Source: an optimization exercise on an open RTL-to-GDS flow (aim: small area and few clock cycles per item). Production flows keep margins and buffers that such runs may drop. Only simulation tests tie the RTL to the original design; equivalence was not proved. Power figures rest on the tool's default switching activity, not on a simulated workload.

**flow/design.v**
```verilog
`default_nettype none
package capture_pkg;
	localparam int NUM_CH         = 8;    
	localparam int CH_W           = 3;    
	localparam int SAMPLE_W       = 16;   
	localparam int LINE_W         = 256;                 
	localparam int WORDS_PER_LINE = LINE_W / SAMPLE_W;   
	localparam int ADDR_W         = 25;                  
	localparam int BURST_W        = 5;                   
	typedef logic [SAMPLE_W-1:0] sample_t;
	typedef logic [LINE_W-1:0]   line_t;
	typedef logic [CH_W-1:0]     chan_t;
	typedef logic [NUM_CH-1:0]   chan_mask_t;    
	typedef logic [ADDR_W-1:0]   dram_addr_t;    
	typedef logic [BURST_W-1:0]  burst_cnt_t;
endpackage
`default_nettype wire
`timescale 1ns/1ps
`default_nettype none
module lane_packer #(
	parameter int BURST_BEATS = 2        
) (
	input  logic    avalon_clk,
	input  logic    rst_n,
	input  logic    in_valid,
	input  capture_pkg::sample_t in_data,
	output logic    in_ready,
	output logic    line_ready,
	output capture_pkg::line_t   line_data,
	input  logic    rd_req               
);
	localparam int PTR_W  = (BURST_BEATS > 1) ? $clog2(BURST_BEATS) : 1;
	localparam int WORD_W = $clog2(capture_pkg::WORDS_PER_LINE);
	logic [WORD_W-1:0] word_cnt;         
	logic [PTR_W-1:0]  wr_ptr;           
	logic [PTR_W-1:0]  rd_ptr;           
	logic              full;             
	logic              take;             
	logic              last_word;
	capture_pkg::line_t             line_reg;         
	capture_pkg::line_t             line_next;
	capture_pkg::line_t             line_mem [BURST_BEATS];
	assign take       = in_valid && in_ready;
	assign last_word  = (word_cnt == WORD_W'(capture_pkg::WORDS_PER_LINE - 1));
	assign in_ready   = !full;           
	assign line_ready = full;
	assign line_data  = line_mem[rd_ptr];    
	always_comb begin
		line_next = line_reg;
		line_next[word_cnt*capture_pkg::SAMPLE_W +: capture_pkg::SAMPLE_W] = in_data;
	end
	always_ff @(posedge avalon_clk) begin
		if (!rst_n) begin
			word_cnt <= '0;
			wr_ptr   <= '0;
			rd_ptr   <= '0;
			full     <= 1'b0;
		end else begin
			if (take) begin
				word_cnt <= last_word ? '0 : word_cnt + 1'b1;
				if (last_word) begin     
					if (wr_ptr == PTR_W'(BURST_BEATS - 1)) begin
						wr_ptr <= '0;
						full   <= 1'b1;  
					end else begin
						wr_ptr <= wr_ptr + 1'b1;
					end
				end
			end
			if (rd_req) begin
				if (rd_ptr == PTR_W'(BURST_BEATS - 1)) begin
					rd_ptr <= '0;
					full   <= 1'b0;      
				end else begin
					rd_ptr <= rd_ptr + 1'b1;
				end
			end
		end
	end
	always_ff @(posedge avalon_clk) begin
		if (take) begin
			line_reg <= line_next;
		end
		if (take && last_word) begin
			line_mem[wr_ptr] <= line_next;
		end
	end
endmodule
`default_nettype wire
`timescale 1ns/1ps
`default_nettype none
module burst_arbiter (
	input  logic                avalon_clk,
	input  logic                rst_n,
	input  capture_pkg::chan_mask_t          line_ready,
	input  capture_pkg::line_t [capture_pkg::NUM_CH-1:0]  line_data,
	output capture_pkg::chan_mask_t          rd_req,
	output logic                grant_valid,
	output capture_pkg::chan_t               grant_ch,
	output capture_pkg::line_t               sel_line,      
	input  logic                beat_take,
	input  logic                burst_done
);
	capture_pkg::chan_t last_ch;      
	capture_pkg::chan_t pick;         
	logic  found;
	always_comb begin
		pick  = last_ch;
		found = 1'b0;
		for (int i = 1; i <= capture_pkg::NUM_CH; i++) begin
			if (!found && line_ready[capture_pkg::chan_t'(last_ch + i)]) begin
				found = 1'b1;
				pick  = capture_pkg::chan_t'(last_ch + i);
			end
		end
	end
	always_ff @(posedge avalon_clk) begin
		if (!rst_n) begin
			grant_valid <= 1'b0;
			grant_ch    <= '0;
			last_ch     <= capture_pkg::chan_t'(capture_pkg::NUM_CH - 1);    
		end else if (grant_valid) begin
			if (burst_done) begin
				grant_valid <= 1'b0;
				last_ch     <= grant_ch;
			end
		end else if (found) begin
			grant_valid <= 1'b1;
			grant_ch    <= pick;
		end
	end
	always_ff @(posedge avalon_clk) begin
		sel_line <= line_data[grant_ch];
	end
	always_comb begin
		rd_req = '0;
		if (grant_valid && beat_take) begin
			rd_req[grant_ch] = 1'b1;
		end
	end
endmodule
`default_nettype wire
`timescale 1ns/1ps
`default_nettype none
module dram_write_ctrl #(
	parameter int BURST_BEATS = 2        
) (
	input  logic       avalon_clk,
	input  logic       rst_n,
	input  logic       grant_valid,
	input  capture_pkg::chan_t      grant_ch,
	input  capture_pkg::line_t      sel_line,
	output logic       beat_take,        
	output logic       burst_done,       
	input  logic       avl_waitrequest_n,
	output logic       avl_write,
	output capture_pkg::dram_addr_t avl_address,
	output capture_pkg::line_t      avl_writedata,
	output capture_pkg::burst_cnt_t avl_burstcount,
	output logic       avl_beginbursttransfer
);
	localparam int BEAT_W = (BURST_BEATS > 1) ? $clog2(BURST_BEATS) : 1;
	localparam int OFFS_W = capture_pkg::ADDR_W - capture_pkg::CH_W;   
	typedef enum logic [1:0] {
		IDLE,
		LOAD,        
		WRITE        
	} wr_state_t;
	wr_state_t         state;
	logic [BEAT_W-1:0] beat_cnt;         
	logic              last_beat;
	logic [OFFS_W-1:0] line_cnt [capture_pkg::NUM_CH];    
	assign last_beat  = (beat_cnt == BEAT_W'(BURST_BEATS - 1));
	assign beat_take  = (state == WRITE) && avl_waitrequest_n;
	assign burst_done = beat_take && last_beat;
	assign avl_write              = (state == WRITE);
	assign avl_beginbursttransfer = (state == WRITE) && (beat_cnt == '0);    
	assign avl_burstcount         = capture_pkg::burst_cnt_t'(BURST_BEATS);
	assign avl_writedata          = sel_line;
	always_ff @(posedge avalon_clk) begin
		if (!rst_n) begin
			state    <= IDLE;
			beat_cnt <= '0;
		end else begin
			case (state)
				IDLE: begin
					if (grant_valid) begin
						state <= LOAD;
					end
				end
				LOAD: state <= WRITE;
				WRITE: begin
					if (avl_waitrequest_n) begin
						if (last_beat) begin
							state    <= IDLE;
							beat_cnt <= '0;
						end else begin
							state    <= LOAD;
							beat_cnt <= beat_cnt + 1'b1;
						end
					end
				end
				default: state <= IDLE;
			endcase
		end
	end
	always_ff @(posedge avalon_clk) begin
		if (!rst_n) begin
			for (int i = 0; i < capture_pkg::NUM_CH; i++) begin
				line_cnt[i] <= '0;
			end
		end else if (burst_done) begin
			line_cnt[grant_ch] <= line_cnt[grant_ch] + OFFS_W'(BURST_BEATS);
		end
	end
	always_ff @(posedge avalon_clk) begin
		if (state == IDLE && grant_valid) begin
			avl_address <= {grant_ch, line_cnt[grant_ch]};
		end
	end
endmodule
`default_nettype wire
`timescale 1ns/1ps
`default_nettype none
module capture_top #(
	parameter int BURST_BEATS = 2            
) (
	input  logic                  avalon_clk,
	input  logic                  rst_n,
	input  capture_pkg::chan_mask_t            in_valid,
	input  capture_pkg::sample_t [capture_pkg::NUM_CH-1:0]  in_data,
	output capture_pkg::chan_mask_t            in_ready,
	input  logic                  avl_waitrequest_n,
	output logic                  avl_write,
	output capture_pkg::dram_addr_t            avl_address,
	output capture_pkg::line_t                 avl_writedata,
	output capture_pkg::burst_cnt_t            avl_burstcount,
	output logic                  avl_beginbursttransfer
);
	capture_pkg::chan_mask_t          line_ready;     
	capture_pkg::line_t [capture_pkg::NUM_CH-1:0]  line_data;      
	capture_pkg::chan_mask_t          rd_req;
	logic  grant_valid;
	capture_pkg::chan_t grant_ch;
	capture_pkg::line_t sel_line;
	logic  beat_take;
	logic  burst_done;
	for (genvar ch = 0; ch < capture_pkg::NUM_CH; ch++) begin : g_lane
		lane_packer #(
			.BURST_BEATS (BURST_BEATS)
		) u_lane (
			.avalon_clk (avalon_clk),
			.rst_n      (rst_n),
			.in_valid   (in_valid[ch]),
			.in_data    (in_data[ch]),
			.in_ready   (in_ready[ch]),
			.line_ready (line_ready[ch]),
			.line_data  (line_data[ch]),
			.rd_req     (rd_req[ch])
		);
	end
	burst_arbiter u_arb (
		.avalon_clk  (avalon_clk),
		.rst_n       (rst_n),
		.line_ready  (line_ready),
		.line_data   (line_data),
		.rd_req      (rd_req),
		.grant_valid (grant_valid),
		.grant_ch    (grant_ch),
		.sel_line    (sel_line),
		.beat_take   (beat_take),
		.burst_done  (burst_done)
	);
	dram_write_ctrl #(
		.BURST_BEATS (BURST_BEATS)
	) u_wr (
		.avalon_clk             (avalon_clk),
		.rst_n                  (rst_n),
		.grant_valid            (grant_valid),
		.grant_ch               (grant_ch),
		.sel_line               (sel_line),
		.beat_take              (beat_take),
		.burst_done             (burst_done),
		.avl_waitrequest_n      (avl_waitrequest_n),
		.avl_write              (avl_write),
		.avl_address            (avl_address),
		.avl_writedata          (avl_writedata),
		.avl_burstcount         (avl_burstcount),
		.avl_beginbursttransfer (avl_beginbursttransfer)
	);
endmodule
`default_nettype wire
```
**flow/config.mk**
```make
export PLATFORM = sky130hd
export DESIGN_NAME = capture_top
export DESIGN_NICKNAME = capture_top
export VERILOG_FILES = /design/flow/design.v
export SDC_FILE = /design/flow/constraint.sdc
export NUM_CORES = 4
export LEC_CHECK = 0
export CAP_MARGIN = 20
export CORE_MARGIN = 2
export CORE_UTILIZATION = 45
export SLEW_MARGIN = 20
```
**flow/run.sh**
```bash
#!/bin/bash
# synth_recipe.tcl (not shown) runs the flow's synth.tcl, then flattens the netlist and writes it again
# the make line also repeats each setting of config.mk as NAME=value (left out here)
make -C /OpenROAD-flow-scripts/flow DESIGN_CONFIG=/design/flow/config.mk WORK_HOME=/design/flow/orfs CLKGATE_MAP_FILE= SYNTH_SCRIPT=/design/flow/synth_recipe.tcl finish
```
**flow/constraint.sdc**
```tcl
create_clock -name core_clock -period 5.0 [get_ports {avalon_clk}]
set_input_delay 1.0000 -clock core_clock [delete_from_list [all_inputs] [get_ports {avalon_clk}]]
set_output_delay 1.0000 -clock core_clock [all_outputs]
set_load 0.01 [all_outputs]
```
==> metrics.md <==
| Metric | Value |
|---|---|
| Status | no timing/DRC/antenna violations |
| Synth area leaders | edfxtp_1 (73%), mux2i_1 (8.8%), a22o_1 (4.8%) |
| CTS tree | yes |
| FMAX | around 0.26 GHz |
| Final wirelength | 916 mm |
| Seq cells post-synth | 6678 |
| Leak | 0.0957 uW |
| Gpl congestion | roughly 0.92 |
| Final worst slack | between 1 and 1.5 ns |
| P&R area growth vs syn | 14.9% |
| Setup-failing EPs final | 0 |
| Slew Viols, Final | 0 |
| Crit path DAT | roughly 4.8 ns |
| Flop2flop setup slack | about 1.1 ns |
| Largest net degree at the start of global routing | about 130 |
| Pint | ~93000 uW |
| DR vias/cell | 6.35 |
| Max-slew headroom | 0.0390 |
| Final nets | 14800 |
| Crit path max fanout | 16 |
| Share of post-route cells with drive strength above 1 | 0.186 |
| Initial antenna violation count | 158 |
| Most frequent cell after synthesis | edfxtp_1 |
| H-tree depth | 6 |
| Post-synth EDFFs | 6345 |
| Number of library cell types mapped by synthesis | 80 |
| Initial Util | 0.452 |
| Clk buf depth | 4 |
| Most frequent cells after synthesis | edfxtp_1 (6345), mux2i_1 (2317), a22o_1 (1428) |
| DR vias | 146000 |
| First-pass GRT wire length | 1210 mm |
| Hold path cells | 3 |
| Hold_ws | 0.220 ns |
| R2R depth | 6 |
| Kind of path behind the tightest hold check | primary input to register |
| Psw | 25900 uW |
| Clk root buf | clkbuf_16 |
| Yosys warns | 3 |
| Syn Inst Count | around 14000 |
| RSZ-0062 raised after global routing | false |
| RR Endpoint | g_lane[1].u_lane.line_mem[0][148]$_DFFE_PP_ |
| Clock power frac | 0.430 |
| Hold Path Origin | rst_n |
| Total power | around 120000 uW |
| Multi-input logic area | 62200 sq um |
| Max FFs per register | 4096 |
| Port Buffers | 429 |
| Part of the cycle the worst path needs | 0.776 |
| DRT Pass-1 Iters | 6 |
| Gr ovfl total | 0 |
| Register area share after synthesis | 0.751 |
| Sum of negative setup slack | 0 ns |
| Critical Path Source Type | register |
| Hold endpoint | u_arb.grant_valid$_SDFF_PN0_ |
| Clk pin slew, worst setup/hold paths | 0.06 ns |
| MaxCap Viol Count | 0 |
| Routed Antenna Nets | 0 |
| Num CTS Buffers | 688 |
| Residual DRC | 0 |
| Place WS | ~0.9 ns |
| Initial DRC Count | ~23000 |
| Ports | 435 |
| # fillers | between 40000 and 50000 |
| Syn_area_per_cell | about 19 sq um |
| Mapped cell area | ~260000 sq um |
| Yosys top cell area share | 0.725 |
| Core area | 582000 sq um |
| Worst-Margin Slew | about 1.4 ns |
| Crit Path Class | register to register |
| Total track usage | 0.303 |
| Post-synth top area cell | edfxtp_1 |
| Tmin final | 3.88 ns |
| Vias in the first global route | between 100k and 150k |
| Post-DP HPWL | 602 mm |
| Post-cts sizing count | 0 |
| Crit end category | register |
| Clock skew | between 0.07 and 0.08 ns |
| CTS Hold Bufs | 0 |
| Power per cell area | roughly 400 nW/um^2 |
| Ys async rst share | 0 |
| Seq pwr share | 0.531 |
| CP required | between 5 and 6 ns |
| Skew-Pair Late Insertion Delay | roughly 1.2 ns |
| FP Rows | 280 |
| Post-CTS setup buffer count | 0 |
| Gate power share | 0.038 |
| Die area | about 590000 sq um |
| RR Startpoint | g_lane[1].u_lane.word_cnt[0]$_SDFFE_PN0P_ |
| Net Sw Frac | 0.218 |
| Peak supply drop | roughly 390 uV |
| Register area | 197000 sq um |
| WL/cell | approximately 40 microns |
| TritonCTS Sinks | around 6700 |
| Final Hold Fails | 0 |
| Die X | 768 microns |
| Dominant synthesized flop cell | edfxtp_1 |
| Die height | approximately 770 microns |
| Final core utilization | 0.519 |
## metal layers
metal / vias to the layer above / routed length (microns) / GRT usage
li1: 57800 / - / -
met1: 77000 / 351000 / 0.424
met2: 10000 / 405000 / 0.448
met3: 1309 / 111000 / 0.0744
met4: 30 / 48800 / 0.139
met5: - / 261 / 0
## cell families after synthesis
group / count (synthesis) / synth area share
flip-flops: 6678 / 0.751
multiplexers: 3413 / 0.160
AO/OA/AOI/OAI: 1638 / 0.0539
AND/OR/NAND/NOR: 991 / 0.0173
buffers and inverters: 890 / 0.0140
XOR/XNOR: 50 / 0.00187
adder cells (fa/ha/maj): 45 / 0.00214
other: 2 / 0.0000286
## worst max path at each step
stage / slack (ns) / cells past startpoint / end / start
final: 1.12 / 6 / g_lane[1].u_lane.line_mem[0][148]$_DFFE_PP_ / g_lane[1].u_lane.word_cnt[0]$_SDFFE_PN0P_
after floorplan: -1.78 / 5 / g_lane[4].u_lane.full$_SDFF_PN0_ / in_valid[4]
after global placement: 0.94 / 5 / g_lane[7].u_lane.line_mem[0][158]$_DFFE_PP_ / in_valid[7]
after detailed placement: 0.91 / 5 / g_lane[7].u_lane.line_mem[0][157]$_DFFE_PP_ / in_valid[7]
after global routing: 0.99 / 8 / g_lane[4].u_lane.line_mem[0][222]$_DFFE_PP_ / g_lane[4].u_lane.word_cnt[0]$_SDFFE_PN0P_
after CTS: 1.25 / 6 / g_lane[1].u_lane.line_reg[147]$_DFFE_PP_ / g_lane[1].u_lane.word_cnt[0]$_SDFFE_PN0P_
## metrics by stage
stage	std cells	cell area [sq um]
4_1_cts	22900	302000
3_3_place_gp	21600	279000
3_5_place_dp	21600	279000
6_report	23000	302000
5_1_grt	22900	302000
2_1_floorplan	13700	263000
## cells in the final DEF, fill, tap and decap left out, drive strengths merged, types with 11 or more instances in the layout
cell type	count
edfxtp	6345
mux2i	2320
a22o	1428
clkbuf	873
buf	659
mux4	569
mux2	524
nor2	366
clkdlybuf4s50	346
dfxtp	333
nand2	322
clkinv	291
diode	103
and2	101
inv	91
a32o	64
bufinv	55
nand3	50
ha	45
o21ai	42
xnor2	41
nor2b	33
nor3	27
nand2b	26
a21oi	26
clkinvlp	19
nor4	18
nand4	16
o21a	11
## critical path, stage by stage, from the launching register on
cell and delay (ns):
dfxtp_1 0.56, clkinv_1 0.53, ha_1 0.43, nor2b_1 0.18, nor3_1 0.59, nand2_1 0.78
a22o_1 0.50
## area by class of cell
class,instances,area share
antenna,103,0.000854
clock buffer,873,0.0605
clock inverter,392,0.0131
inverter,64,0.000800
multi-input combinational,6142,0.206
sequential,6678,0.653
tap,7755,0.0321
timing repair buffer,1005,0.0333
## power by group through the flow
stage                     Sequential (uW)  Combinational (uW)  Clock (uW)
final                               63100                4550       51100
after global routing                63200                4690       53600
after CTS                           63100                4420       51500
after detailed placement            64300                4410           0
after global placement              64300                4270           0
after floorplan                     64200                2280           0
Testbench counts, summed over its fixed seeds: cycles 9,888, items 3,072.

[afterwards: timing with drivers on the ports]
In the flow no input, the clock included, has a driving cell. The finished layout below was timed again as built, in two steps.
Step 1 sets driving cells, clkbuf_16 on the clock port and buf_2 on the other inputs (assumed; they add their load-dependent delay and slew).
Step 2 also shifts input and output timing later by t, the mid clock arrival at the registers, as if the neighbouring blocks saw the same clock.
a / b / c = ideal ports / drivers / drivers and shift; a / b = the first two.
shift t [ns]: 1.262
setup slack, ns: 1.122 / 1.122 / 0.849
latest minus earliest clock arrival (ns): 0.085 / 0.085
worst data-port slew with drivers (ns): 0.10
pins driven straight from the clock port: 1
After both steps setup and hold are still met in this run. For this run, drivers alone change the setup slack by 0.000 ns; drivers and shift together by -0.273 ns.
